Source: an optimization exercise on an open RTL-to-GDS flow (aim: small area and a short achievable clock period). Production flows keep margins and buffers that such runs may drop. RTL that was checked went through simulation tests only; none was proved equivalent to the original. Function not checked in runs 1, 2 and 4 to 6: the RTL went through the layout flow alone.

<file path="flow/config.mk">
export PLATFORM = sky130hd
export DESIGN_NAME = bits_instruction_cache
export DESIGN_NICKNAME = bits_instruction_cache
export VERILOG_FILES = /design/flow/design.v
export SDC_FILE = /design/flow/constraint.sdc
export NUM_CORES = 4
export LEC_CHECK = 0
export CAP_MARGIN = 20
export CORE_MARGIN = 2
export CORE_UTILIZATION = 30
export PLACE_DENSITY = 0.45
export SETUP_SLACK_MARGIN = 1.0
export SLEW_MARGIN = 20
export SYNTH_HIERARCHICAL = 1
</file>
<file path="flow/constraint.sdc">
create_clock -name core_clock -period 6.5 [get_ports {clk}]
set_input_delay 1.3000 -clock core_clock [delete_from_list [all_inputs] [get_ports {clk}]]
set_output_delay 1.3000 -clock core_clock [all_outputs]
set_load 0.01 [all_outputs]
</file>
<file path="flow/design.v">
`default_nettype none
package bits_pkg;
  localparam int CACHE_BITS = 128;
  localparam int WORD_BITS = 64;
  localparam int WORD_BYTES = 8;
  localparam int BYTE_COUNT_BITS = $clog2(WORD_BYTES + 1);
  localparam int SPACE_LIMIT = CACHE_BITS - WORD_BITS;
  localparam int TAKE_CODES = 18;
  localparam int TAKE_BITS = 5;
  typedef logic [CACHE_BITS-1:0] cache_t;
  typedef logic [WORD_BITS-1:0] word_t;
  typedef logic [WORD_BYTES-1:0] byte_mask_t;
  typedef logic [$clog2(CACHE_BITS + 1)-1:0] fill_level_t;
  typedef logic [TAKE_BITS-1:0] take_code_t;
  localparam fill_level_t LIT_BASE_BITS = 8'd11;
  localparam fill_level_t LIT_STEP_BITS = 8'd5;
  localparam int LIT_CODES = 16;
  localparam take_code_t OP_TYPE1_CODE = 5'd16;
  localparam take_code_t OP_TYPE2_CODE = 5'd17;
  localparam fill_level_t OP_TYPE1_BITS = 8'd22;
  localparam fill_level_t OP_TYPE2_BITS = 8'd18;
  typedef struct packed {
    logic valid;
    word_t word;
    fill_level_t bits;
  } fill_t;
  typedef enum logic [0:0] {
    FILL_IDLE = 1'b0,
    FILL_ACK = 1'b1
  } fill_state_e;
endpackage
`default_nettype wire
`default_nettype none
import bits_pkg::*;
module bits_fill_ctrl
(
  input logic clk,
  input logic resetB,
  input logic mem_req,
  input bits_pkg::byte_mask_t valid_bytes,
  output logic mem_ack,
  input logic space_available,
  input logic load_taken,
  output logic load_valid,
  output logic [BYTE_COUNT_BITS-1:0] load_bytes
);
  bits_pkg::fill_state_e state;
  bits_pkg::fill_state_e state_next;
  logic [WORD_BYTES-1:0] sorted [7];
  logic [WORD_BYTES-1:0] at_least;
  function automatic logic [WORD_BYTES-1:0] exchange(input logic [WORD_BYTES-1:0] v, input int a, input int b);
    logic [WORD_BYTES-1:0] r;
    begin
      r = v;
      r[a] = v[a] | v[b];
      r[b] = v[a] & v[b];
      exchange = r;
    end
  endfunction
  always_comb
  begin
    sorted[0] = valid_bytes;
    sorted[1] = exchange(exchange(exchange(exchange(sorted[0], 0, 1), 2, 3), 4, 5), 6, 7);
    sorted[2] = exchange(exchange(exchange(exchange(sorted[1], 0, 2), 1, 3), 4, 6), 5, 7);
    sorted[3] = exchange(exchange(sorted[2], 1, 2), 5, 6);
    sorted[4] = exchange(exchange(exchange(exchange(sorted[3], 0, 4), 1, 5), 2, 6), 3, 7);
    sorted[5] = exchange(exchange(sorted[4], 2, 4), 3, 5);
    sorted[6] = exchange(exchange(exchange(sorted[5], 1, 2), 3, 4), 5, 6);
    at_least = sorted[6];
    load_bytes[3] = at_least[7];
    load_bytes[2] = at_least[3] & !at_least[7];
    load_bytes[1] = (at_least[1] & !at_least[3]) | (at_least[5] & !at_least[7]);
    load_bytes[0] = (at_least[0] & !at_least[1]) | (at_least[2] & !at_least[3])
                  | (at_least[4] & !at_least[5]) | (at_least[6] & !at_least[7]);
  end
  assign load_valid = (state == FILL_IDLE) && mem_req && space_available;
  always_comb
  begin
    state_next = state;
    case (state)
      FILL_IDLE:
      begin
        if (load_taken)
        begin
          state_next = FILL_ACK;
        end
      end
      FILL_ACK:
      begin
        if (!mem_req)
        begin
          state_next = FILL_IDLE;
        end
      end
      default:
      begin
        state_next = FILL_IDLE;
      end
    endcase
  end
  always_ff @(posedge clk or negedge resetB)
  begin
    if (!resetB)
    begin
      state <= FILL_IDLE;
    end
    else
    begin
      state <= state_next;
    end
  end
  assign mem_ack = (state == FILL_ACK);
endmodule
`default_nettype wire
`default_nettype none
import bits_pkg::*;
module bits_bit_buffer
(
  input logic clk,
  input logic resetB,
  input bits_pkg::take_code_t take,
  input logic load_valid,
  input bits_pkg::word_t load_word,
  input logic [BYTE_COUNT_BITS-1:0] load_bytes,
  output logic load_taken,
  output bits_pkg::cache_t instruction_cache,
  output logic space_available
);
  localparam int STAGES = 7;
  bits_pkg::fill_level_t room;
  bits_pkg::fill_level_t room_next;
  bits_pkg::fill_level_t take_len;
  logic [TAKE_CODES-1:0] take_fits;
  logic take_valid;
  logic [STAGES-1:0] load_amt;
  logic [STAGES-1:0] shift_amt;
  bits_pkg::cache_t shift_out;
  logic [WORD_BITS-1:0] keep_hi;
  function automatic bits_pkg::fill_level_t take_length(input bits_pkg::take_code_t code);
    bits_pkg::fill_level_t len;
    begin
      case (code)
      5'd0: len = 8'd11;
      5'd1: len = 8'd16;
      5'd2: len = 8'd21;
      5'd3: len = 8'd26;
      5'd4: len = 8'd31;
      5'd5: len = 8'd36;
      5'd6: len = 8'd41;
      5'd7: len = 8'd46;
      5'd8: len = 8'd51;
      5'd9: len = 8'd56;
      5'd10: len = 8'd61;
      5'd11: len = 8'd66;
      5'd12: len = 8'd71;
      5'd13: len = 8'd76;
      5'd14: len = 8'd81;
      5'd15: len = 8'd86;
      5'd16: len = 8'd22;
      5'd17: len = 8'd18;
      default: len = 8'd0;
      endcase
      take_length = len;
    end
  endfunction
  function automatic logic at_most(input bits_pkg::fill_level_t x, input bits_pkg::fill_level_t k);
    logic gt;
    logic eq;
    begin
      gt = 1'b0;
      eq = 1'b1;
      for (int i = $bits(x) - 1; i >= 0; i--)
      begin
        if (k[i])
        begin
          eq = eq & x[i];
        end
        else
        begin
          gt = gt | (eq & x[i]);
          eq = eq & !x[i];
        end
      end
      at_most = !gt;
    end
  endfunction
  for (genvar c = 0; c < TAKE_CODES; c++)
  begin : g_fits
    assign take_fits[c] = at_most(room, bits_pkg::fill_level_t'(CACHE_BITS) - take_length(bits_pkg::take_code_t'(c)));
  end
  always_comb
  begin
    take_len = take_length(take);
    take_valid = 1'b0;
    if (take < bits_pkg::take_code_t'(TAKE_CODES))
    begin
      take_valid = take_fits[take];
    end
  end
  assign load_taken = load_valid && !take_valid;
  assign space_available = room[7] | room[6];
  assign load_amt = {room[7], room[5:0]};
  always_comb
  begin
    if (take_valid)
    begin
      shift_amt = take_len[STAGES-1:0];
    end
    else if (load_valid)
    begin
      shift_amt = load_amt;
    end
    else
    begin
      shift_amt = '0;
    end
  end
  logic [CACHE_BITS-1:0] stage [STAGES+1];
  for (genvar i = 0; i < WORD_BITS; i++)
  begin : g_in
    bits_oai22 u_in (.sa_n(load_taken), .a(instruction_cache[i]), .sb_n(!load_taken), .b(load_word[i]), .y(stage[0][i]));
  end
  assign stage[0][CACHE_BITS-1:WORD_BITS] = ~instruction_cache[CACHE_BITS-1:WORD_BITS];
  for (genvar s = 0; s < STAGES; s++)
  begin : g_stage
    for (genvar i = 0; i < CACHE_BITS; i++)
    begin : g_bit
      if (i >= (1 << s))
      begin : g_mux
        bits_oai22 u_mux (.sa_n(shift_amt[s]), .a(stage[s][i]), .sb_n(!shift_amt[s]), .b(stage[s][i - (1 << s)]), .y(stage[s+1][i]));
      end
      else
      begin : g_pass
        assign stage[s+1][i] = ~stage[s][i];
      end
    end
  end
  assign shift_out = stage[STAGES];
  logic [7:0] grp_lt;
  logic [7:0] grp_eq;
  logic [7:0] low_le;
  always_comb
  begin
    for (int p = 0; p < 8; p++)
    begin
      grp_lt[p] = load_taken && (load_amt[6:3] < 4'(p));
      grp_eq[p] = load_taken && (load_amt[6:3] == 4'(p));
    end
    for (int q = 0; q < 8; q++)
    begin
      low_le[q] = (load_amt[2:0] <= 3'(q));
    end
  end
  for (genvar j = 0; j < WORD_BITS; j++)
  begin : g_keep
    assign keep_hi[j] = grp_lt[j / 8] || (grp_eq[j / 8] && low_le[j % 8]);
  end
  bits_pkg::fill_level_t room_take;
  bits_pkg::fill_level_t room_load;
  assign room_take = room + take_len;
  assign room_load = {room[7:3] - 5'(load_bytes), room[2:0]};
  always_comb
  begin
    if (take_valid)
    begin
      room_next = room_take;
    end
    else if (load_taken)
    begin
      room_next = room_load;
    end
    else
    begin
      room_next = room;
    end
  end
  always_ff @(posedge clk)
  begin
    for (int j = 0; j < WORD_BITS; j++)
    begin
      instruction_cache[j] <= shift_out[j];
      if (!keep_hi[j])
      begin
        instruction_cache[WORD_BITS + j] <= shift_out[WORD_BITS + j];
      end
    end
  end
  always_ff @(posedge clk or negedge resetB)
  begin
    if (!resetB)
    begin
      room <= bits_pkg::fill_level_t'(CACHE_BITS);
    end
    else
    begin
      room <= room_next;
    end
  end
endmodule
`default_nettype wire
`default_nettype none
module bits_oai22
(
  input logic sa_n,
  input logic a,
  input logic sb_n,
  input logic b,
  output logic y
);
  assign y = ~((a | sa_n) & (b | sb_n));
endmodule
`default_nettype wire
`default_nettype none
import bits_pkg::*;
module bits_instruction_cache
(
  input logic clk,
  input logic resetB,
  input logic mem_req,
  output logic mem_ack,
  input bits_pkg::word_t instruction_word,
  input bits_pkg::byte_mask_t valid_bytes,
  input bits_pkg::take_code_t instruction_process,
  output bits_pkg::cache_t instruction_cache,
  output logic space_available
);
  logic load_valid;
  logic [BYTE_COUNT_BITS-1:0] load_bytes;
  logic load_taken;
  bits_fill_ctrl u_fill_ctrl (
    .clk (clk),
    .resetB (resetB),
    .mem_req (mem_req),
    .valid_bytes (valid_bytes),
    .mem_ack (mem_ack),
    .space_available (space_available),
    .load_taken (load_taken),
    .load_valid (load_valid),
    .load_bytes (load_bytes)
  );
  bits_bit_buffer u_bit_buffer (
    .clk (clk),
    .resetB (resetB),
    .take (instruction_process),
    .load_valid (load_valid),
    .load_word (instruction_word),
    .load_bytes (load_bytes),
    .load_taken (load_taken),
    .instruction_cache (instruction_cache),
    .space_available (space_available)
  );
endmodule
`default_nettype wire
</file>
<file path="flow/flow/run.sh">
#!/bin/bash
# The standard layout, with every input and output port buffered by a plain
# buffer (sky130_fd_sc_hd__buf_1) instead of the delay buffer that
# buffer_ports picks on its own. The resizer may still size these up.
set -euo pipefail
export BUFFER_PORTS_ARGS="-buffer_cell sky130_fd_sc_hd__buf_1"
bash standard.sh > standard.log 2>&1
</file>
<file path="flow/standard.sh">
#!/bin/bash
# synth_recipe.tcl (not shown) runs the flow's synth.tcl, then flattens the netlist and writes it again
# the make line also repeats each setting of config.mk as NAME=value (left out here)
make -C /OpenROAD-flow-scripts/flow DESIGN_CONFIG=/design/flow/config.mk WORK_HOME=/design/flow/orfs CLKGATE_MAP_FILE= SYNTH_SCRIPT=/design/flow/synth_recipe.tcl "${@:-finish}"
</file>
==> run notes, run 1 <==
Seq/Total Area, Yosys=29.8%; Clock Latency Late Sink=460 ps; final wirelength=68400 um; Crit. End Element=flop; Final Critical Period=5510 ps; ranking of synthesized cells by area=o22ai_1 (45%), edfxtp_1 (17%), dfxtp_1 (11%), inv_1 (4.8%), o211ai_1 (2.3%); post-synth top area share=45.4%; Placer Congestion=0.979; synth unique cells=60; most frequent cells in the layout=o22ai_1 (795), buf_1 (208), inv_1 (146); Max Cap Violations=0; GRT Total Usage=32.7%; Synth Register Bits=137; Cell Area, Placed=13800 um2; vias per cell=6.90; EDFF count, synth=64; GRT overflow=0; Mapped Area=11500 um2; Worst Skew=11.8 ps; Starting DRT DRC Count=1940; DIE AREA=39900 um2; CTS tree=yes; worst endpoint required time=6640 ps; synth warn=11; IO Count=210; WHS Path Cells=1; CP peak stage delay=730 ps; cell repeated most along the worst path=o22ai_1; CP Cell Sequence=buf_1 > buf_4 > or4b_2 > a311oi_1 > o41ai_1 > inv_1 > a211oi_4 > buf_4 > mux2_8 > buf_4 > o22ai_1 > o22ai_1 > o22ai_1 > o22ai_1 > o22ai_1 > o22ai_1; vias in the first global route=14300; CTS Hold Bufs=0; CP Max Fanout=40; Final Slew Violations=0; antenna-violating nets left=0; R2R depth=15; initial core utilization=30.5%; IO Port Bufs=209; post-DP HPWL=51600 um; Startpoint Class=input port; unrepaired setup endpoints after global routing=true; worst slew pin tran=996 ps; Hold WC Path Type=reg2reg; Final #Nets=1862; fraction of layout instances using a drive strength above 1=12.2%; Rel. slew slack=32.9%; CP Class=in2reg; Via Count=15800; crit path DAT=5650 ps; synthesized area per cell=7.87 um2; H-tree levels=4; final core occ=39.4%; fin crit share=84.8%; core area=37700 um2; synthesized instance count=1461; Die Wd=200 um; Slowest-stage cell, CP=or4b_2; clk slew on worst S/H paths=60 ps; Synth area leader=o22ai_1; DRT Pass-1 Iters=8; CTS root buffer=clkbuf_16; Fillers=4158; routed len/inst=29.9 um; chip height=200 um; CTS buffer count=17; DRC=0; CTS sink cnt=137; Max Buffers Root-to-Sink=2; area grow syn2layout=28.9%; commonest non-fill, non-tap cell in the layout=o22ai_1; async set-reset flop share out of synthesis=6.57%; fin area=14800 um2; Setup violations, final=0; Peak Freq=181 MHz; global-route wire length before repair=95200 um; Rows=71; antenna violations before repair=1; largest net degree at the start of global routing=75; run status=complete, no violations; commonest register cell after synthesis=edfxtp_1; final hold viol count=0
==> through the flow <==
step                      setup TNS (ps)  cells  setup WS (ps)  hold WS [ps]
after floorplan                     -249   1461           -205           587
after global placement                 0   2249            315           535
after detailed placement               0   2249            346           547
after CTS                              0   2281           1060           563
after global routing                   0   2287            901           578
final                                  0   2288            989           558
==> layer usage <==
layer | GRT usage, % | wire length [um] | vias to the layer above
met1 | 45.1 | 28500 | 7740
met5 | 0 | 0 | -
met3 | 4.54 | 6070 | 171
li1 | - | - | 6915
met4 | 14.5 | 3570 | 0
met2 | 51.0 | 30200 | 970
==> modules after synthesis (local to each module, per instance), a selection <==
module | times used | area (um2) | cells inside | flip-flops and latches
bits_fill_ctrl | 1 | 355 | 55 | 1
bits_oai22 | 833 | 6.26 | 1 | 0
bits_bit_buffer | 1 | 5930 | 573 | 136
==> worst paths after layout <==
| path | from | endpoint | slack, ps |
|---|---|---|---|
| setup / recovery | instruction_process[1] | u_bit_buffer.instruction_cache[127]$_DFFE_PN_ | 990 |
| setup reg to reg | u_bit_buffer.room[3]$_DFFE_PN0P_ | u_bit_buffer.instruction_cache[127]$_DFFE_PN_ | 1150 |
| max in group asynchronous | resetB | u_bit_buffer.room[0]$_DFFE_PN0P_ | 5270 |
| min in group asynchronous | resetB | u_bit_buffer.room[2]$_DFFE_PN0P_ | 830 |
| hold / removal | u_fill_ctrl.state$_DFF_PN0_ | u_fill_ctrl.state$_DFF_PN0_ | 560 |
| hold reg to reg | u_fill_ctrl.state$_DFF_PN0_ | u_fill_ctrl.state$_DFF_PN0_ | 560 |
==> sequential cells by signal, summed over array words and instances, names as in the netlist <==
name,count
u_bit_buffer.room,8
u_bit_buffer.instruction_cache,128
u_fill_ctrl.state,1
==> cells in the mapped netlist (5+ instances only) <==
cell type  number
a21oi_1        16
nand3_1        24
xor2_1          7
inv_1         148
mux2i_1        15
mux2_2          6
ha_1           17
dfrtp_1         8
clkbuf_1       14
nand2_1        36
o22ai_1       834
o21a_1          5
dfxtp_1        64
buf_2          11
edfxtp_1       64
o21ai_0        23
o211ai_1       35
nor2_1         37
and3_1          5
buf_4           6
xnor2_1         5
==> layout make-up <==
class                           instances  area (um2)  area share, %
Timing Repair Buffer                  318        1870           12.6
Multi-Input combinational cell       1139        7730           52.1
Tap cell                              511         639           4.31
Clock buffer                           18         450           3.04
Inverter                              150         563           3.80
Sequential cell                       137        3430           23.1
Antenna cell                            1        2.50         0.0169
Clock inverter                         14         144          0.971
==> kinds of logic after synthesis <==
group	share of synthesized area (%)
buf+inv	6.58
fa+ha+maj	2.37
compound gates	52.4
xor+xnor	0.914
mux	2.28
flops	29.8
simple gates	5.66
==> repair_timing <==
action                     4_1_cts  5_1_grt
setup endpoints to repair       10       52
buffers inserted                 0        3
resized for setup                6       43
pin swaps                        0        2
gates cloned                     0        3
==> worst max-delay path, delay by kind of cell <==
kind	cells	cell delay (ps)
AO/OA/AOI/OAI	9	2160
buffers and inverters	5	970
AND/OR/NAND/NOR	1	730
multiplexers	1	450
==> run 2: changes to the inputs <==
--- a/flow/config.mk
+++ b/flow/config.mk
@@ -10,2 +10,3 @@
 export CORE_UTILIZATION = 30
+export CTS_BUF_LIST = sky130_fd_sc_hd__clkbuf_4 sky130_fd_sc_hd__clkbuf_8
 export PLACE_DENSITY = 0.45
==> run 2 against run 1 <==
  * Via count is 0.34% lower
  * Critical path depth is 1 higher
  * First-iteration DRC count increased by 4.4%
  * Routed wire length shrank 0.59%
  * Non-clock buffer count is 2 lower
  * Critical path type unchanged
  * Worst setup slack improved by 48 ps
  * Highest routed layer unchanged
  * Sequential share of layout area grew 0.54 points
  * Flip-flop and latch count unchanged
  * Worst hold slack gained 3.7 ps
  * Core utilization shrank 0.90 points
  * Largest cell class unchanged
==> run notes, run 2 <==
run status=complete, no violations; CTS root buffer=clkbuf_8; async set-reset flop share out of synthesis=6.57% (unchanged); IO Port Bufs=209 (unchanged); CTS sink cnt=137 (unchanged); Clock Latency Late Sink=520 ps (+60 ps); CP Cell Sequence=buf_1 > buf_4 > or4b_2 > a311oi_1 > o41ai_1 > inv_1 > a211oi_4 > buf_4 > mux2_8 > buf_4 > o22ai_1 > o22ai_1 > o22ai_1 > o22ai_1 > o22ai_1 > o22ai_1 > o22ai_1; Crit. End Element=flop; H-tree levels=4 (unchanged); Slowest-stage cell, CP=or4b_2; commonest register cell after synthesis=edfxtp_1; Max Buffers Root-to-Sink=2 (unchanged); fraction of layout instances using a drive strength above 1=11.1% (-1.1 points); Non-Filler Instances=2285 (-0.13%); cell repeated most along the worst path=o22ai_1; dpl cells=2249 (unchanged); Seq/Total Area, Yosys=29.8% (unchanged); Setup violations, final=0 (unchanged); worst endpoint required time=6770 ps (+130 ps); Synth top cells by count=o22ai_1 (834), inv_1 (148), dfxtp_1 (64), edfxtp_1 (64), nor2_1 (37); Via Count=15700 (-0.34%); total negative slack=0 ps (unchanged); CP Class=in2reg; Final #Nets=1860 (-0.11%); routed len/inst=29.7 um (-0.46%); DIE AREA=39900 um2 (unchanged); EDFF count, synth=64 (unchanged); Hold WC Path Type=reg2reg; GRT Total Usage=32.7% (about the same); most frequent cells in the layout=o22ai_1 (813), buf_1 (208), inv_1 (146); fin crit share=84.0% (-0.74 points); vias per cell=6.89 (-0.21%); chip height=200 um (unchanged); IO Count=210 (unchanged); Cell Area, Placed=13800 um2 (unchanged); Placer Congestion=0.979 (unchanged); crit path buf inv count=5 (unchanged); Worst Skew=17.3 ps (+5.52 ps); delay-heaviest family, CP=compound AO/OA/AOI/OAI gates; antenna-violating nets left=0 (unchanged); clk slew on worst S/H paths=90 ps (+30 ps); synth warn=11 (unchanged); Rows=71 (unchanged); GRT overflow=0 (unchanged); CTS tree=yes; area grow syn2layout=26.0%; Final Slew Violations=0 (unchanged); DRC=0 (unchanged); crit path DAT=5730 ps (+80 ps); Synth Register Bits=137 (unchanged); Startpoint Class=input port; CP Max Fanout=27 (-33%); fin area=14500 um2 (-2.3%); commonest non-fill, non-tap cell in the layout=o22ai_1; post-synth top area share=45.4% (unchanged); final hold viol count=0 (unchanged); Starting DRT DRC Count=2025 (+4.4%); biggest regs=u_bit_buffer.instruction_cache x128, u_bit_buffer.room x8, u_fill_ctrl.state x1; Synth area leader=o22ai_1; Final Hold Slack=562 ps (+3.72 ps); vias in the first global route=14300 (-0.10%); CP peak stage delay=730 ps (about the same); synth unique cells=60 (unchanged); core area=37700 um2 (unchanged); largest net degree at the start of global routing=75 (unchanged); ranking of synthesized cells by area=o22ai_1 (45%), edfxtp_1 (17%), dfxtp_1 (11%), inv_1 (4.8%), o211ai_1 (2.3%); number of inserted diodes=0 (-1); final wirelength=68000 um (-0.59%); initial core utilization=30.5% (unchanged); Peak Freq=183 MHz (+0.88%); global-route wire length before repair=95200 um (about the same); Largest Register=u_bit_buffer.instruction_cache; worst slew pin tran=1000 ps (+5.16 ps); DRT Pass-1 Iters=6 (-2); synthesized area per cell=7.87 um2 (unchanged); unrepaired setup endpoints after global routing=true; antenna violations before repair=0 (-1); post-DP HPWL=51600 um (unchanged); synthesized instance count=1461 (unchanged); Die Wd=200 um (unchanged); Final Critical Period=5460 ps (-48.2 ps); Largest register FFs=128 (unchanged); Rel. slew slack=32.5% (-0.35 points); CTS Hold Bufs=0 (unchanged); most numerous cell in the Yosys netlist=o22ai_1; Max Cap Violations=0 (unchanged); Mapped Area=11500 um2 (unchanged); CTS buffer count=17 (unchanged)
[run 2: per-module statistics from Yosys, one instance, submodules excluded, a selection]
module           flops+latches  area [um2]  cells inside  times used
bits_fill_ctrl               1         355            55           1
bits_oai22                   0        6.26             1         833
bits_bit_buffer            136        5930           573           1
[run 2: worst register-to-register path, stage by stage (launching register included)]
cell       delay (ps)
dfrtp_1           630
inv_1             250
nor2_1            310
a2111oi_0         160
or4_4             610
a211oi_4          410
inv_2              90
buf_12            180
o22ai_1           610
o22ai_1           190
o22ai_1           240
o22ai_1           160
o22ai_1           430
o22ai_1           270
o22ai_1           300
o22ai_1           200
[run 2: cell families (layout without fill, tap and decap cells)]
logic type	Yosys count	after routing	share of synthesized area [%]
multiplexers	25	26	2.28
XOR/XNOR	12	12	0.914
AND/OR/NAND/NOR	135	135	5.66
AO/OA/AOI/OAI	945	945	52.4
adder cells (fa/ha/maj)	21	21	2.37
buffers and inverters	186	498	6.58
flip-flops	137	137	29.8
[run 2: per-layer routing]
metal,track usage [%],up-vias,wire length (um)
met5,0,-,0
met2,51.4,928,30300
met3,4.23,172,5450
met4,13.8,0,3330
li1,-,6910,-
met1,45.3,7732,28900
[run 2: layout make-up]
cell class | instances | area (um2)
Clock inverter | 15 | 174
Timing Repair Buffer | 316 | 1830
Tap cell | 511 | 639
Clock buffer | 17 | 234
Fill cell | 4195 | 23200
Inverter | 150 | 563
Multi-Input combinational cell | 1139 | 7620
Sequential cell | 137 | 3430
[run 2: repair_timing]
action                     4_1_cts  5_1_grt
pin swaps                        0        1
resized for setup                3       27
gates cloned                     0        2
buffers inserted                 0        2
setup endpoints to repair        3       48
[run 2: per-stage QoR]
stage	utilization (%)	worst slack [ps]
floorplan	-	-205
global placement	36.7	315
detailed placement	36.7	346
CTS	37.8	984
global route	38.5	941
finish	38.5	1040
[run 2: path summary, 6_finish.rpt]
check | startpoint | end | slack [ps] | cells after the start
setup / recovery | instruction_process[1] | u_bit_buffer.instruction_cache[100]$_DFFE_PN_ | 1040 | 17
hold / removal | u_fill_ctrl.state$_DFF_PN0_ | u_fill_ctrl.state$_DFF_PN0_ | 560 | 1
setup reg to reg | u_bit_buffer.room[3]$_DFFE_PN0P_ | u_bit_buffer.instruction_cache[127]$_DFFE_PN_ | 1150 | 15
hold reg to reg | u_fill_ctrl.state$_DFF_PN0_ | u_fill_ctrl.state$_DFF_PN0_ | 560 | 1
max in group asynchronous | resetB | u_bit_buffer.room[0]$_DFFE_PN0P_ | 5340 | 1
min in group asynchronous | resetB | u_fill_ctrl.state$_DFF_PN0_ | 770 | 1
==> run 3: changes to the inputs <==
--- a/flow/design.v
+++ b/flow/design.v
@@ -171,3 +171,3 @@
       eq = 1'b1;
-      for (int i = $bits(x) - 1; i >= 0; i--)
+      for (int i = 7; i >= 0; i--)
       begin
==> run 3 against run 2 <==
  * Worst hold slack is the same
  * Die area is the same
  * Flip-flop and latch count is the same
  * Critical path type unchanged
  * Final area is the same
  * Non-clock buffer count is the same
  * Sequential share of layout area is the same
  * Worst setup slack is the same
  * Final cell count is the same
==> run notes, run 3 <==
run status=complete, no violations; area grow syn2layout=26.0% (unchanged); Die Wd=200 um (unchanged); chip height=200 um (unchanged); synthesized area per cell=7.87 um2 (unchanged); DRC=0 (unchanged); unrepaired setup endpoints after global routing=true; Max Cap Violations=0 (unchanged); setup ws final=1040 ps (unchanged); met1 GRT Util=45.3% (unchanged); global-route wire length before repair=95200 um (unchanged); Max Buffers Root-to-Sink=2 (unchanged); CTS root buffer=clkbuf_8; Synth Register Bits=137 (unchanged); number of inserted diodes=0 (unchanged); routed len/inst=29.7 um (unchanged); M3 GR Usage=4.23% (unchanged); commonest non-fill, non-tap cell in the layout=o22ai_1; CTS tree=yes; CP Class=in2reg; Rows=71 (unchanged); post-DP HPWL=51600 um (unchanged); async set-reset flop share out of synthesis=6.57% (unchanged); dpl cells=2249 (unchanged); most frequent cells in the layout=o22ai_1 (813), buf_1 (208), inv_1 (146); EDFF count, synth=64 (unchanged); Worst Skew=17.3 ps (unchanged); Peak Freq=183 MHz (unchanged); WHS Path Cells=1 (unchanged); CTS Hold Bufs=0 (unchanged); core area=37700 um2 (unchanged); post-synth top area share=45.4% (unchanged); GRT Total Usage=32.7% (unchanged); CTS sink cnt=137 (unchanged); Synth top cells by count=o22ai_1 (834), inv_1 (148), dfxtp_1 (64), edfxtp_1 (64), nor2_1 (37); R2R depth=15 (unchanged); IO Port Bufs=209 (unchanged); final core occ=38.5% (unchanged); Hold WC Path Type=reg2reg; Setup violations, final=0 (unchanged); Starting DRT DRC Count=2025 (unchanged); commonest register cell after synthesis=edfxtp_1; Crit Reg-Reg Endpoint=u_bit_buffer.instruction_cache[127]$_DFFE_PN_; met2 Use GR=51.4% (unchanged); cell repeated most along the worst path=o22ai_1; Hold Startpoint=u_fill_ctrl.state$_DFF_PN0_; final hold viol count=0 (unchanged); biggest regs=u_bit_buffer.instruction_cache x128, u_bit_buffer.room x8, u_fill_ctrl.state x1; Crit. End Element=flop; gr busiest metal=met2; synth warn=11 (unchanged); antenna-violating nets left=0 (unchanged); worst endpoint required time=6770 ps (about the same); Largest Register=u_bit_buffer.instruction_cache; ranking of synthesized cells by area=o22ai_1 (45%), edfxtp_1 (17%), dfxtp_1 (11%), inv_1 (4.8%), o211ai_1 (2.3%); CP Max Fanout=27 (unchanged); initial core utilization=30.5% (unchanged); IO Count=210 (unchanged); Non-Filler Instances=2285 (unchanged); CTS buffer count=17 (unchanged); Slowest-stage cell, CP=or4b_2; DIE AREA=39900 um2 (unchanged); Mapped Area=11500 um2 (unchanged); Final Critical Period=5460 ps (unchanged); worst slew pin tran=1000 ps (unchanged); Clock Latency Late Sink=520 ps (about the same); final wirelength=68000 um (unchanged); largest net degree at the start of global routing=75 (unchanged); GRT overflow=0 (unchanged); Placer Congestion=0.979 (unchanged); Synth area leader=o22ai_1; Final #Nets=1860 (unchanged); fraction of layout instances using a drive strength above 1=11.1% (unchanged); r2r setup slk=1150 ps (about the same); H-tree levels=4 (unchanged); Setup WS pre-CTS=346 ps (unchanged); Crit. Startpoint=instruction_process[1]; end of the worst hold path=u_fill_ctrl.state$_DFF_PN0_; clk slew on worst S/H paths=90 ps (about the same); Startpoint Class=input port; DRT Pass-1 Iters=6 (unchanged); most numerous cell in the Yosys netlist=o22ai_1; vias per cell=6.89 (unchanged); synthesized instance count=1461 (unchanged); Largest register FFs=128 (unchanged); Rel. slew slack=32.5% (unchanged); CP Cell Sequence=buf_1 > buf_4 > or4b_2 > a311oi_1 > o41ai_1 > inv_1 > a211oi_4 > buf_4 > mux2_8 > buf_4 > o22ai_1 > o22ai_1 > o22ai_1 > o22ai_1 > o22ai_1 > o22ai_1 > o22ai_1; fin crit share=84.0% (unchanged); CP peak stage delay=730 ps (about the same); vias in the first global route=14300 (unchanged); worst r2r src=u_bit_buffer.room[3]$_DFFE_PN0P_; Via Count=15700 (unchanged); Seq/Total Area, Yosys=29.8% (unchanged); Final Slew Violations=0 (unchanged); synth unique cells=60 (unchanged); crit path DAT=5730 ps (about the same); antenna violations before repair=0 (unchanged)
-- run 3: layout make-up --
class                      count  area (um2)
clock buffer                  17         234
clock inverter                15         174
fill                        4195       23200
inverter                     150         563
multi-input combinational   1139        7620
sequential                   137        3430
tap                          511         639
timing repair buffer         316        1830
-- run 3: cells by family (layout without fill, tap and decap cells) --
| kind of cell | count (synthesis) | in the layout | share of synthesized area (%) |
|---|---|---|---|
| AOI/OAI and AO/OA | 945 | 945 | 52.4 |
| buffers and inverters | 186 | 498 | 6.58 |
| DFF | 137 | 137 | 29.8 |
| and+or+nand+nor | 135 | 135 | 5.66 |
| muxes | 25 | 26 | 2.28 |
| adders and majority gates | 21 | 21 | 2.37 |
| xor gates and xnor gates | 12 | 12 | 0.914 |
-- run 3: how the worst max path moves through the flow --
stage / end / slack (ps) / cells past startpoint
floorplan: u_bit_buffer.instruction_cache[127]$_DFFE_PN_ / -200 / 15
global placement: u_bit_buffer.instruction_cache[112]$_DFFE_PN_ / 320 / 16
detailed placement: u_bit_buffer.instruction_cache[112]$_DFFE_PN_ / 350 / 16
CTS: u_bit_buffer.instruction_cache[112]$_DFFE_PN_ / 980 / 17
global route: u_bit_buffer.instruction_cache[67]$_DFFE_PN_ / 940 / 17
finish: u_bit_buffer.instruction_cache[100]$_DFFE_PN_ / 1040 / 17
-- run 3: worst max-delay path: cells and delay by family --
kind	cells	cell delay (ps)
buffers and inverters	5	900
and+or+nand+nor	1	730
muxes	1	430
AOI/OAI and AO/OA	10	2320
-- run 3: Yosys stat by module (local to each module, per instance), excerpt --
module / cells inside / area [um2] / flip-flops and latches
bits_bit_buffer: 573 / 5930 / 136
bits_fill_ctrl: 55 / 355 / 1
bits_oai22: 1 / 6.26 / 0
-- run 3: timing repair --
action,in CTS,in global routing
gates cloned,0,2
pin swaps,0,1
buffers inserted,0,2
setup endpoints to repair,3,48
gates resized for setup,3,27
-- run 3: stage by stage --
stage          hold slack [ps]  instance area, um2  TNS, ps
3_3_place_gp               535               13800        0
2_1_floorplan              587               11600     -249
4_1_cts                    569               14300        0
3_5_place_dp               547               13800        0
6_report                   562               14500        0
5_1_grt                    584               14500        0
-- run 3: per-layer routing --
metal	vias to the layer above	wire length, um
met3	172	5450
met4	0	3330
met1	7732	28900
met2	928	30300
met5	-	0
li1	6910	-
==> run 4: changes to the inputs <==
--- a/flow/design.v
+++ b/flow/design.v
@@ -171,3 +171,3 @@
       eq = 1'b1;
-      for (int i = 7; i >= 0; i--)
+      for (int i = $bits(x) - 1; i >= 0; i--)
       begin
==> flow/run.sh (new file) <==
#!/bin/bash
# synth_recipe.tcl (not shown) runs the flow's synth.tcl, then flattens the netlist and writes it again
# the make line also repeats each setting of config.mk as NAME=value (left out here)
make -C /OpenROAD-flow-scripts/flow DESIGN_CONFIG=/design/flow/config.mk WORK_HOME=/design/flow/orfs CLKGATE_MAP_FILE= SYNTH_SCRIPT=/design/flow/synth_recipe.tcl finish
--- a/flow/config.mk
+++ b/flow/config.mk
@@ -10,5 +10,3 @@
 export CORE_UTILIZATION = 30
-export CTS_BUF_LIST = sky130_fd_sc_hd__clkbuf_4 sky130_fd_sc_hd__clkbuf_8
 export PLACE_DENSITY = 0.45
-export SETUP_SLACK_MARGIN = 1.0
 export SLEW_MARGIN = 20
removed: flow/flow/run.sh
removed: flow/standard.sh
==> run 4 against run 3 <==
  * Sequential share of layout area decreased by 2.9 points
  * First-iteration DRC count decreased by 11%
  * Highest routed layer is now met5
==> run notes, run 4 <==
setup ws final=439 ps (-599 ps); routed len/inst=29.8 um (+0.33%); H-tree levels=4 (unchanged); CP Max Fanout=64 (+140%); biggest regs=u_bit_buffer.instruction_cache x128, u_bit_buffer.room x8, u_fill_ctrl.state x1; unrepaired setup endpoints after global routing=false; Rows=71 (unchanged); core area=37700 um2 (unchanged); Placer Congestion=0.975 (-0.44%); ranking of synthesized cells by area=o22ai_1 (45%), edfxtp_1 (17%), dfxtp_1 (11%), inv_1 (4.8%), o211ai_1 (2.3%); Synth Register Bits=137 (unchanged); Die Wd=200 um (unchanged); most frequent cells in the layout=o22ai_1 (834), clkdlybuf4s50_1 (209), buf_4 (167); Max Cap Violations=0 (unchanged); IO Port Bufs=209 (unchanged); Setup violations, final=0 (unchanged); Peak Freq=165 MHz (-9.9%); Synth Area in XOR/XNOR=0.914% (unchanged); Crit. End Element=flop; vias per cell=6.71 (-2.6%); vias in the first global route=15100 (+5.8%); chip height=200 um (unchanged); most numerous cell in the Yosys netlist=o22ai_1; Final Slew Violations=0 (unchanged); Final Critical Period=6060 ps (+599 ps); Mapped Area=11500 um2 (unchanged); post-synth top area share=45.4% (unchanged); DRC=0 (unchanged); IO Count=210 (unchanged); Fillers=3947 (-5.9%); PostCTS Resize Cnt=0 (-3); Hold WC Path Type=reg2reg; simple-gate share of the synthesized area=5.66% (unchanged); Cell Area, Placed=15900 um2 (+15%); post-DP HPWL=55100 um (+6.6%); global-route wire length before repair=100000 um (+5.5%); async set-reset flop share out of synthesis=6.57% (unchanged); DIE AREA=39900 um2 (unchanged); CTS Hold Bufs=0 (unchanged); antenna violations before repair=2 (+2); Non-Filler Instances=2367 (+3.6%); Setup WS pre-CTS=129 ps (-218 ps); antenna-violating nets left=0 (unchanged); Synth area leader=o22ai_1; Via Count=15900 (+0.91%); Post-Synth Adder-Cell Area=2.37% (unchanged); GRT Total Usage=34.7% (+1.9 points); CTS root buffer=clkbuf_16; commonest non-fill, non-tap cell in the layout=o22ai_1; synthesized area per cell=7.87 um2 (unchanged); synth unique cells=60 (unchanged); worst slew pin tran=987 ps (-14.8 ps); Max Buffers Root-to-Sink=2 (unchanged); area of the multi-input gates=7430 um2 (-2.4%); crit path DAT=6260 ps (+530 ps); sequential cell area=3430 um2 (unchanged); fin area=16500 um2 (+14%); area grow syn2layout=43.3%; post-synthesis compound-gate area fraction=52.4% (unchanged); run status=complete, no violations; mux contribution to synthesized area=2.29% (unchanged); final hold viol count=0 (unchanged); Final Hold Slack=593 ps (+31.4 ps); synth warn=11 (unchanged); CTS buffer count=17 (unchanged); Starting DRT DRC Count=1808 (-11%); DRT Pass-1 Iters=8 (+2); dpl cells=2335 (+3.8%); Startpoint Class=input port; largest net degree at the start of global routing=95 (+27%); final wirelength=70600 um (+3.9%); CTS tree=yes; Seq/Total Area, Yosys=29.8% (unchanged); Clock Latency Late Sink=460 ps (-60 ps); Post-CTS Setup Inserts=0 (unchanged); initial core utilization=30.5% (unchanged); GRT overflow=0 (unchanged); fin crit share=93.2% (+9.2 points); synthesized instance count=1461 (unchanged); commonest register cell after synthesis=edfxtp_1; Largest Register=u_bit_buffer.instruction_cache; worst endpoint required time=6700 ps (-70 ps); main combinational cell family by area after synthesis=compound AO/OA/AOI/OAI gates; Rel. slew slack=34.2% (+1.7 points); CTS sink cnt=137 (unchanged); EDFF count, synth=64 (unchanged); CP Class=in2reg; clk slew on worst S/H paths=70 ps (-20 ps); Final #Nets=1942 (+4.4%); Worst Skew=14.0 ps (-3.26 ps); Synth top cells by count=o22ai_1 (834), inv_1 (148), dfxtp_1 (64), edfxtp_1 (64), nor2_1 (37); fraction of layout instances using a drive strength above 1=13.6% (+2.5 points); number of inserted diodes=0 (unchanged); Largest register FFs=128 (unchanged)
==> run 4: metrics by stage <==
| stage | utilization [%] | TNS (ps) |
|---|---|---|
| 2_1_floorplan | - | -291 |
| 3_3_place_gp | 42.1 | 0 |
| 3_5_place_dp | 42.1 | 0 |
| 4_1_cts | 43.8 | 0 |
| 5_1_grt | 43.8 | 0 |
| 6_report | 43.8 | 0 |
==> run 4: worst paths after layout <==
check | from | end | slack, ps | cells after the start
setup / recovery | instruction_process[0] | u_bit_buffer.instruction_cache[100]$_DFFE_PN_ | 440 | 18
hold / removal | u_fill_ctrl.state$_DFF_PN0_ | u_fill_ctrl.state$_DFF_PN0_ | 590 | 1
setup reg to reg | u_bit_buffer.room[2]$_DFFE_PN0P_ | u_bit_buffer.instruction_cache[100]$_DFFE_PN_ | 960 | 18
hold reg to reg | u_fill_ctrl.state$_DFF_PN0_ | u_fill_ctrl.state$_DFF_PN0_ | 590 | 1
max in group asynchronous | resetB | u_bit_buffer.room[5]$_DFFE_PN0P_ | 4950 | 1
min in group asynchronous | resetB | u_fill_ctrl.state$_DFF_PN0_ | 1200 | 1
==> run 4: final cells by class <==
class                   instances  share of cell area, %
clock inverters                11                  0.865
inverters                     150                   3.42
multi-input cells            1138                   45.1
clock buffers                  21                   2.92
repair buffers                399                   23.0
flip-flops and latches        137                   20.8
well taps                     511                   3.88
==> run 4: per-module statistics from Yosys (local to each module, per instance), excerpt <==
module	cells	copies in the design	flops+latches
bits_bit_buffer	573	1	136
bits_fill_ctrl	55	1	1
bits_oai22	1	833	0
==> run 4: kinds of logic after synthesis <==
group / count (synthesis)
AOI/OAI and AO/OA: 945
buffers and inverters: 186
DFF: 137
and+or+nand+nor: 135
muxes: 25
adders and majority gates: 21
xor gates and xnor gates: 12
==> run 4: layer usage <==
| metal | share of wire (%) | wire length (um) | global-route usage (%) | up-vias |
|---|---|---|---|---|
| met1 | 42 | 29700 | 44.9 | 7756 |
| li1 | - | - | - | 7080 |
| met5 | 0.018 | 13 | 0 | - |
| met4 | 4.5 | 3160 | 14.7 | 2 |
| met2 | 46 | 32500 | 56.8 | 894 |
| met3 | 7.5 | 5270 | 6.30 | 154 |
==> run 4: worst max-delay path, stage by stage <==
cell             delay, ps
clkdlybuf4s50_1        730
buf_4                  200
a21o_1                 100
a31oi_1                 80
or4_4                  580
a211oi_4               590
inv_2                  100
buf_12                 200
o22ai_1                370
o22ai_1                160
o22ai_1                300
buf_4                  180
o22ai_1                120
o22ai_1                320
o22ai_1                150
o22ai_1                390
o22ai_1                130
buf_4                  190
==> run 5: changes to the inputs <==
--- a/flow/design.v
+++ b/flow/design.v
@@ -171,3 +171,3 @@
       eq = 1'b1;
-      for (int i = $bits(x) - 1; i >= 0; i--)
+      for (int i = 7; i >= 0; i--)
       begin
@@ -190,29 +190,35 @@
   end
-  always_comb
-  begin
-    take_len = take_length(take);
-    take_valid = 1'b0;
-    if (take < bits_pkg::take_code_t'(TAKE_CODES))
-    begin
-      take_valid = take_fits[take];
-    end
-  end
-  assign load_taken = load_valid && !take_valid;
+  assign take_len = take_length(take);
   assign space_available = room[7] | room[6];
   assign load_amt = {room[7], room[5:0]};
-  always_comb
-  begin
-    if (take_valid)
-    begin
-      shift_amt = take_len[STAGES-1:0];
-    end
-    else if (load_valid)
-    begin
-      shift_amt = load_amt;
-    end
-    else
-    begin
-      shift_amt = '0;
-    end
+  logic [3:0] code_lo;
+  logic [3:0] code_mid;
+  logic [3:0] fits_grp;
+  logic fits_lo;
+  logic take_valid_n;
+  bits_onehot2 u_code_lo (.a (take[1:0]), .y (code_lo));
+  bits_onehot2 u_code_mid (.a (take[3:2]), .y (code_mid));
+  for (genvar m = 0; m < 4; m++)
+  begin : g_grp
+    bits_and_or4 u_grp (.s (code_lo), .d (take_fits[4 * m +: 4]), .y (fits_grp[m]));
+  end
+  bits_and_or4 u_fits_lo (.s (code_mid), .d (fits_grp), .y (fits_lo));
+  bits_take_valid u_take_valid (
+    .code_hi (take[4]),
+    .fits_lo (fits_lo),
+    .mid_zero (code_mid[0]),
+    .lo_zero (code_lo[0]),
+    .lo_one (code_lo[1]),
+    .fits_16 (take_fits[16]),
+    .fits_17 (take_fits[17]),
+    .y (take_valid),
+    .y_n (take_valid_n)
+  );
+  logic [STAGES-1:0] shift_amt_n;
+  logic load_taken_n;
+  for (genvar k = 0; k < STAGES; k++)
+  begin : g_sel
+    bits_pick u_pick (.t (take_valid), .t_n (take_valid_n), .a (take_len[k]), .b (load_valid & load_amt[k]), .y (shift_amt[k]), .y_n (shift_amt_n[k]));
   end
+  bits_pick u_load (.t (take_valid), .t_n (take_valid_n), .a (1'b0), .b (load_valid), .y (load_taken), .y_n (load_taken_n));
   logic [CACHE_BITS-1:0] stage [STAGES+1];
@@ -220,3 +226,3 @@
   begin : g_in
-    bits_oai22 u_in (.sa_n(load_taken), .a(instruction_cache[i]), .sb_n(!load_taken), .b(load_word[i]), .y(stage[0][i]));
+    bits_oai22 u_in (.sa_n(load_taken), .a(instruction_cache[i]), .sb_n(load_taken_n), .b(load_word[i]), .y(stage[0][i]));
   end
@@ -229,3 +235,3 @@
       begin : g_mux
-        bits_oai22 u_mux (.sa_n(shift_amt[s]), .a(stage[s][i]), .sb_n(!shift_amt[s]), .b(stage[s][i - (1 << s)]), .y(stage[s+1][i]));
+        bits_oai22 u_mux (.sa_n(shift_amt[s]), .a(stage[s][i]), .sb_n(shift_amt_n[s]), .b(stage[s][i - (1 << s)]), .y(stage[s+1][i]));
       end
@@ -311,2 +317,55 @@
 endmodule
+`default_nettype wire
+`default_nettype none
+module bits_onehot2
+(
+  input logic [1:0] a,
+  output logic [3:0] y
+);
+  assign y[0] = !a[1] & !a[0];
+  assign y[1] = !a[1] & a[0];
+  assign y[2] = a[1] & !a[0];
+  assign y[3] = a[1] & a[0];
+endmodule
+`default_nettype wire
+`default_nettype none
+module bits_and_or4
+(
+  input logic [3:0] s,
+  input logic [3:0] d,
+  output logic y
+);
+  assign y = (s[0] & d[0]) | (s[1] & d[1]) | (s[2] & d[2]) | (s[3] & d[3]);
+endmodule
+`default_nettype wire
+`default_nettype none
+module bits_take_valid
+(
+  input logic code_hi,
+  input logic fits_lo,
+  input logic mid_zero,
+  input logic lo_zero,
+  input logic lo_one,
+  input logic fits_16,
+  input logic fits_17,
+  output logic y,
+  output logic y_n
+);
+  assign y = code_hi ? (mid_zero & ((lo_zero & fits_16) | (lo_one & fits_17))) : fits_lo;
+  assign y_n = !y;
+endmodule
+`default_nettype wire
+`default_nettype none
+module bits_pick
+(
+  input logic t,
+  input logic t_n,
+  input logic a,
+  input logic b,
+  output logic y,
+  output logic y_n
+);
+  assign y = (t & a) | (t_n & b);
+  assign y_n = !y;
+endmodule
 `default_nettype wire
==> flow/flow/run.sh (new file) <==
#!/bin/bash
# The standard layout, with every input and output port buffered by a plain
# buffer (sky130_fd_sc_hd__buf_1) instead of the delay buffer that
# buffer_ports picks on its own. The resizer may still size these up.
set -euo pipefail
export BUFFER_PORTS_ARGS="-buffer_cell sky130_fd_sc_hd__buf_1"
bash standard.sh > standard.log 2>&1
==> flow/standard.sh (new file) <==
#!/bin/bash
# synth_recipe.tcl (not shown) runs the flow's synth.tcl, then flattens the netlist and writes it again
# the make line also repeats each setting of config.mk as NAME=value (left out here)
make -C /OpenROAD-flow-scripts/flow DESIGN_CONFIG=/design/flow/config.mk WORK_HOME=/design/flow/orfs CLKGATE_MAP_FILE= SYNTH_SCRIPT=/design/flow/synth_recipe.tcl "${@:-finish}"
--- a/flow/config.mk
+++ b/flow/config.mk
@@ -10,3 +10,5 @@
 export CORE_UTILIZATION = 30
+export CTS_BUF_LIST = sky130_fd_sc_hd__clkbuf_4 sky130_fd_sc_hd__clkbuf_8
 export PLACE_DENSITY = 0.45
+export SETUP_SLACK_MARGIN = 1.0
 export SLEW_MARGIN = 20
removed: flow/run.sh
==> run 5 against run 4 <==
  * Core utilization is 5.7 points lower
  * Die area is 0.91% lower
  * Critical path type is now reg2reg
  * Worst hold slack got worse by 20 ps
  * Maximum frequency increased by 9.4%
  * Still clean on timing, DRC and antenna
  * Via count is 0.66% lower
==> run notes, run 5 <==
post-synth top area share=45.9% (+0.54 points); Setup WS pre-CTS=641 ps (+512 ps); M3 GR Usage=5.85% (-0.45 points); Final Slew Violations=0 (unchanged); Seq/Total Area, Yosys=30.1% (+0.28 points); most frequent cells in the layout=o22ai_1 (828), buf_1 (209), inv_1 (143); vias per cell=6.83 (+1.7%); met1 GRT Util=44.1% (-0.84 points); initial core utilization=30.4% (-0.14 points); Starting DRT DRC Count=2218 (+23%); synthesized instance count=1469 (+0.55%); GRT Total Usage=33.2% (-1.5 points); r2r setup slk=960 ps (about the same); Synth area leader=o22ai_1; Final Hold Slack=573 ps (-19.6 ps); Worst Skew=22.8 ps (+8.78 ps); DIE AREA=39500 um2 (-0.91%); Die Wd=199 um (-0.46%); Crit. Startpoint=u_bit_buffer.room[2]$_DFFE_PN0P_; synth warn=11 (unchanged); Startpoint Class=flop; Crit Reg-Reg Endpoint=u_bit_buffer.instruction_cache[109]$_DFFE_PN_; DRC=0 (unchanged); antenna violations before repair=5 (+3); Clock Latency Late Sink=510 ps (+50 ps); H-tree levels=4 (unchanged); antenna-violating nets left=0 (unchanged); most numerous cell in the Yosys netlist=o22ai_1; GRT overflow=0 (unchanged); routed len/inst=29.3 um (-1.9%); setup ws final=961 ps (+522 ps); CTS tree=yes; worst endpoint required time=6680 ps (-20 ps); fin crit share=85.2% (-8.0 points); core area=37500 um2 (-0.47%); Non-Filler Instances=2311 (-2.4%); met2 Use GR=54.1% (-2.7 points); Hold WC Path Type=reg2reg; EDFF count, synth=64 (unchanged); worst slew pin tran=881 ps (-106 ps); async set-reset flop share out of synthesis=6.57% (unchanged); dpl cells=2268 (-2.9%); Peak Freq=181 MHz (+9.4%); Rel. slew slack=41.3% (+7.1 points); global-route wire length before repair=95500 um (-5.0%); total negative slack=0 ps (unchanged); biggest regs=u_bit_buffer.instruction_cache x128, u_bit_buffer.room x8, u_fill_ctrl.state x1; CTS sink cnt=137 (unchanged); Worst Setup EP=u_bit_buffer.instruction_cache[109]$_DFFE_PN_; Final #Nets=1884 (-3.0%); fraction of layout instances using a drive strength above 1=11.2% (-2.4 points); commonest register cell after synthesis=edfxtp_1; Largest Register=u_bit_buffer.instruction_cache; unrepaired setup endpoints after global routing=true; worst r2r src=u_bit_buffer.room[2]$_DFFE_PN0P_; CTS Hold Bufs=0 (unchanged); Setup violations, final=0 (unchanged); final wirelength=67600 um (-4.2%); Mapped Area=11400 um2 (-0.94%); Synth Register Bits=137 (unchanged); DRT Pass-1 Iters=5 (-3); vias in the first global route=14500 (-4.1%); chip height=199 um (-0.46%); CP Class=reg2reg; Max Buffers Root-to-Sink=2 (unchanged); Max Cap Violations=0 (unchanged); Via Count=15800 (-0.66%); CTS buffer count=17 (unchanged); Rows=71 (unchanged); R2R depth=21 (+3); IO Port Bufs=209 (unchanged); area grow syn2layout=25.4%; WHS Path Cells=1 (unchanged); run status=complete, no violations; post-DP HPWL=50100 um (-9.0%); CP Max Fanout=73 (+14%); largest net degree at the start of global routing=127 (+34%); Largest register FFs=128 (unchanged); ranking of synthesized cells by area=o22ai_1 (46%), edfxtp_1 (17%), dfxtp_1 (11%), inv_1 (4.8%), o21ai_0 (2.3%); synthesized area per cell=7.75 um2 (-1.5%); final hold viol count=0 (unchanged); IO Count=210 (unchanged); synth unique cells=63 (+5.0%); gr busiest metal=met2; CTS root buffer=clkbuf_8; Final Critical Period=5540 ps (-522 ps); clk slew on worst S/H paths=100 ps (+30 ps); Synth top cells by count=o22ai_1 (836), inv_1 (145), dfxtp_1 (64), edfxtp_1 (64), o21ai_0 (52); commonest non-fill, non-tap cell in the layout=o22ai_1; Placer Congestion=0.926 (-5.0%); crit path DAT=5720 ps (-540 ps); Crit. End Element=flop
-- run 5: changes by cell type after synthesis, sizes merged, moves of 8 or more --
cell,previous run,this run
a22oi,1,21
mux2i,15,2
nand2,37,50
a21oi,16,30
o211ai,35,2
o21ai,23,53
a22o,0,8
nand3,24,5
-- run 5: per-layer routing --
layer  part of all wire (%)  routed length [um]
met4                    4.1                2770
met3                    8.4                5700
met5                  0.050                  34
met2                     45               30600
met1                     42               28600
-- run 5: area by class of cell --
type	instances	area [um2]
Timing Repair Buffer	321	1830
Multi-Input combinational cell	1160	7450
Sequential cell	137	3430
Antenna cell	3	7.51
Tap cell	511	639
Clock inverter	14	121
Clock buffer	18	248
Fill cell	4149	23200
Inverter	147	556
-- run 5: cells by family after synthesis --
group | Yosys count | share of synthesized area, %
fa+ha+maj | 22 | 2.50
other cells | 1 | 0.0329
mux | 8 | 0.868
xor+xnor | 10 | 0.769
simple gates | 137 | 5.91
compound gates | 980 | 53.8
flops | 137 | 30.1
buf+inv | 174 | 6.00
-- run 5: worst max-delay path, cell delays in order (launching register included) --
cell,delay [ps]
dfrtp_2,540
or2_2,390
nor2_2,260
nand2_1,120
a31oi_1,230
a22oi_1,90
nand2_1,70
a22oi_1,80
nand2_1,80
inv_2,50
o22a_4,310
a22o_2,280
buf_12,180
o22ai_1,410
o22ai_1,160
o22ai_1,230
o22ai_1,200
buf_4,210
o22ai_1,340
o22ai_1,210
o22ai_1,460
o22ai_1,210
-- run 5: timing repair --
action                     4_1_cts  5_1_grt
resized for setup                5        7
cloned                           1        0
pin swaps                        2        0
setup buffers                    7        0
setup endpoints to repair        6       56
-- run 5: modules after synthesis (local to each module, per instance), excerpt --
module           flip-flops and latches  cells  cell area, um2  copies in the design
bits_pick                             0      2            16.3                     8
bits_fill_ctrl                        1     55             355                     1
bits_bit_buffer                     136    537            5510                     1
bits_oai22                            0      1            6.26                   833
bits_and_or4                          0      3            18.8                     5
bits_onehot2                          0      4            26.3                     2
bits_take_valid                       0      5            36.3                     1
-- run 5: worst min-delay path by stage --
stage                                           start                          end
after floorplan           u_fill_ctrl.state$_DFF_PN0_  u_fill_ctrl.state$_DFF_PN0_
after global placement    u_fill_ctrl.state$_DFF_PN0_  u_fill_ctrl.state$_DFF_PN0_
after detailed placement  u_fill_ctrl.state$_DFF_PN0_  u_fill_ctrl.state$_DFF_PN0_
after CTS                 u_fill_ctrl.state$_DFF_PN0_  u_fill_ctrl.state$_DFF_PN0_
after global routing      u_fill_ctrl.state$_DFF_PN0_  u_fill_ctrl.state$_DFF_PN0_
final                     u_fill_ctrl.state$_DFF_PN0_  u_fill_ctrl.state$_DFF_PN0_
-- run 5: stage by stage --
step	util [%]	instance area, um2
6_report	38.1	14300
5_1_grt	38.1	14300
4_1_cts	38.0	14200
3_5_place_dp	36.8	13800
3_3_place_gp	36.8	13800
2_1_floorplan	-	11400
==> run 6: changes to the inputs <==
--- a/flow/config.mk
+++ b/flow/config.mk
@@ -7,3 +7,3 @@
 export LEC_CHECK = 0
-export CAP_MARGIN = 20
+export CAP_MARGIN = 0
 export CORE_MARGIN = 2
@@ -13,3 +13,3 @@
 export SETUP_SLACK_MARGIN = 1.0
-export SLEW_MARGIN = 20
+export SLEW_MARGIN = 0
 export SYNTH_HIERARCHICAL = 1
==> run 6 against run 5 <==
  * Non-clock buffer count is the same
  * Maximum frequency is the same
  * Area after synthesis stayed put
  * Worst hold slack unchanged
  * Global-route usage is the same
  * Register-to-register slack is essentially flat
  * Synthesized cell count did not move
  * Critical path type unchanged
  * Largest cell class unchanged
  * Highest routed layer unchanged
==> run notes, run 6 <==
run status=complete, no violations; EDFF count, synth=64 (unchanged); antenna violations before repair=5 (unchanged); IO Count=210 (unchanged); Rel. slew slack=41.3% (unchanged); area grow syn2layout=25.4% (unchanged); CTS root buffer=clkbuf_8; dpl cells=2268 (unchanged); Max Cap Violations=0 (unchanged); Startpoint Class=flop; Hold WC Path Type=reg2reg; CP Max Fanout=73 (unchanged); vias in the first global route=14500 (unchanged); synthesized instance count=1469 (unchanged); Synth Register Bits=137 (unchanged); CP Cell Sequence=or2_2 > nor2_2 > nand2_1 > a31oi_1 > a22oi_1 > nand2_1 > a22oi_1 > nand2_1 > inv_2 > o22a_4 > a22o_2 > buf_12 > o22ai_1 > o22ai_1 > o22ai_1 > o22ai_1 > buf_4 > o22ai_1 > o22ai_1 > o22ai_1 > o22ai_1; post-DP HPWL=50100 um (unchanged); async set-reset flop share out of synthesis=6.57% (unchanged); Crit. End Element=flop; IO Port Bufs=209 (unchanged); core area=37500 um2 (unchanged); chip height=199 um (unchanged); most frequent cells in the layout=o22ai_1 (828), buf_1 (209), inv_1 (143); worst endpoint required time=6680 ps (about the same); Final Slew Violations=0 (unchanged); Mapped Area=11400 um2 (unchanged); Synth area leader=o22ai_1; clk slew on worst S/H paths=100 ps (about the same); DRC=0 (unchanged); Final #Nets=1884 (unchanged); synth warn=11 (unchanged); initial core utilization=30.4% (unchanged); Via Count=15800 (unchanged); Fillers=4149 (unchanged); vias per cell=6.83 (unchanged); final core occ=38.1% (unchanged); commonest register cell after synthesis=edfxtp_1; CTS buffer count=17 (unchanged); H-tree levels=4 (unchanged); DRT Pass-1 Iters=5 (unchanged); synth unique cells=63 (unchanged); Slowest-stage cell, CP=dfrtp_2; biggest regs=u_bit_buffer.instruction_cache x128, u_bit_buffer.room x8, u_fill_ctrl.state x1; largest net degree at the start of global routing=127 (unchanged); Largest register FFs=128 (unchanged); Placer Congestion=0.926 (unchanged); GRT Total Usage=33.2% (unchanged); Seq/Total Area, Yosys=30.1% (unchanged); global-route wire length before repair=95500 um (unchanged); CP Class=reg2reg; Peak Freq=181 MHz (unchanged); CTS tree=yes; Final Critical Period=5540 ps (unchanged); fin crit share=85.2% (unchanged); total negative slack=0 ps (unchanged); Non-Filler Instances=2311 (unchanged); GRT overflow=0 (unchanged); ranking of synthesized cells by area=o22ai_1 (46%), edfxtp_1 (17%), dfxtp_1 (11%), inv_1 (4.8%), o21ai_0 (2.3%); fraction of layout instances using a drive strength above 1=11.2% (unchanged); CTS sink cnt=137 (unchanged); commonest non-fill, non-tap cell in the layout=o22ai_1; crit path buf inv count=3 (unchanged); Synth top cells by count=o22ai_1 (836), inv_1 (145), dfxtp_1 (64), edfxtp_1 (64), o21ai_0 (52); Worst Skew=22.8 ps (unchanged); cell repeated most along the worst path=o22ai_1; DIE AREA=39500 um2 (unchanged); Setup violations, final=0 (unchanged); worst slew pin tran=881 ps (unchanged); Rows=71 (unchanged); Max Buffers Root-to-Sink=2 (unchanged); most numerous cell in the Yosys netlist=o22ai_1; final hold viol count=0 (unchanged); post-synth top area share=45.9% (unchanged); Clock Latency Late Sink=510 ps (about the same); Starting DRT DRC Count=2218 (unchanged); final wirelength=67600 um (unchanged); routed len/inst=29.3 um (unchanged); antenna-violating nets left=0 (unchanged); delay-heaviest family, CP=compound AO/OA/AOI/OAI gates; CP peak stage delay=540 ps (about the same); Largest Register=u_bit_buffer.instruction_cache; crit path DAT=5720 ps (about the same); Die Wd=199 um (unchanged); unrepaired setup endpoints after global routing=true; synthesized area per cell=7.75 um2 (unchanged)
[run 6: cell counts after synthesis]
Identical to the previous run, type by type.
[run 6: path summary, 6_finish.rpt]
kind | startpoint | endpoint | slack, ps | cells past startpoint
min in group asynchronous | resetB | u_bit_buffer.room[6]$_DFFE_PN0P_ | 730 | 1
max in group asynchronous | resetB | u_bit_buffer.room[2]$_DFFE_PN0P_ | 5380 | 1
setup reg to reg | u_bit_buffer.room[2]$_DFFE_PN0P_ | u_bit_buffer.instruction_cache[109]$_DFFE_PN_ | 960 | 21
hold / removal | u_fill_ctrl.state$_DFF_PN0_ | u_fill_ctrl.state$_DFF_PN0_ | 570 | 1
setup / recovery | u_bit_buffer.room[2]$_DFFE_PN0P_ | u_bit_buffer.instruction_cache[109]$_DFFE_PN_ | 960 | 21
hold reg to reg | u_fill_ctrl.state$_DFF_PN0_ | u_fill_ctrl.state$_DFF_PN0_ | 570 | 1
[run 6: kinds of logic (layout without fill, tap and decap cells)]
family / Yosys count / count (layout) / share of synthesized area, %
flip-flops: 137 / 137 / 30.1
other: 1 / 5 / 0.0329
XOR/XNOR: 10 / 10 / 0.769
AO/OA/AOI/OAI: 980 / 981 / 53.8
buffers and inverters: 174 / 500 / 6.00
multiplexers: 8 / 8 / 0.868
adder cells (fa/ha/maj): 22 / 22 / 2.50
AND/OR/NAND/NOR: 137 / 137 / 5.91
[run 6: layout make-up]
type	count	area [um2]	area share [%]
timing repair buffer	321	1830	12.8
clock buffer	18	248	1.73
sequential	137	3430	24.0
tap	511	639	4.48
inverter	147	556	3.89
antenna	3	7.51	0.0526
clock inverter	14	121	0.850
multi-input combinational	1160	7450	52.2
[run 6: modules after synthesis, one instance, submodules excluded, a selection]
| module | flip-flops and latches | cell area, um2 | cells inside | times used |
|---|---|---|---|---|
| bits_take_valid | 0 | 36.3 | 5 | 1 |
| bits_oai22 | 0 | 6.26 | 1 | 833 |
| bits_fill_ctrl | 1 | 355 | 55 | 1 |
| bits_bit_buffer | 136 | 5510 | 537 | 1 |
| bits_and_or4 | 0 | 18.8 | 3 | 5 |
| bits_onehot2 | 0 | 26.3 | 4 | 2 |
| bits_pick | 0 | 16.3 | 2 | 8 |
[run 6: layer usage]
layer  part of all wire [%]  track usage (%)  wire, um
met1                     42             44.1     28600
met2                     45             54.1     30600
met3                    8.4             5.85      5700
met4                    4.1             11.4      2770
met5                  0.050                0        34
[run 6: what timing repair did]
action,4_1_cts,5_1_grt
endpoints found under the setup margin,6,56
hold buffers,0,0
setup buffers,7,0
pin swaps,2,0
resized for setup,5,7
cloned,1,0
[run 6: per-stage QoR]
step	setup slack [ps]	area, um2	hold WS [ps]
floorplan	-661	11400	587
global placement	568	13800	551
detailed placement	641	13800	550
CTS	1020	14200	577
global route	878	14300	618
finish	961	14300	573

-- port drivers added, routing unchanged --
No port has a modelled driver above. Below, the same layouts with a new extraction and two added sets of constraints. Step 1, drivers: a clkbuf_16 drives clk and a buf_2 each remaining input, both assumed. Step 2 moves the port delays by t, midway between the first and last clock arrival at a register: inputs arrive t later, outputs are due t later. That takes back most of the time a late clock gives input paths. Three values: ideal ports, drivers, drivers and shift; two values: the first two.
run | t (ns) | setup WS [ns] | worst data-port slew with drivers (ns)
run 1 | 0.510 | 0.989 / 1.013 / 0.503 | 0.05
run 2 | 0.561 | 1.038 / 1.062 / 0.500 | 0.05
run 3 | 0.561 | 1.038 / 1.062 / 0.500 | 0.05
run 4 | 0.506 | 0.439 / 0.471 / -0.035 | 0.07
run 5 | 0.549 | 0.961 / 0.961 / 0.515 | 0.05
run 6 | 0.549 | 0.961 / 0.961 / 0.515 | 0.05
With both steps, setup timing fails in run 4, where it was met with ideal ports.
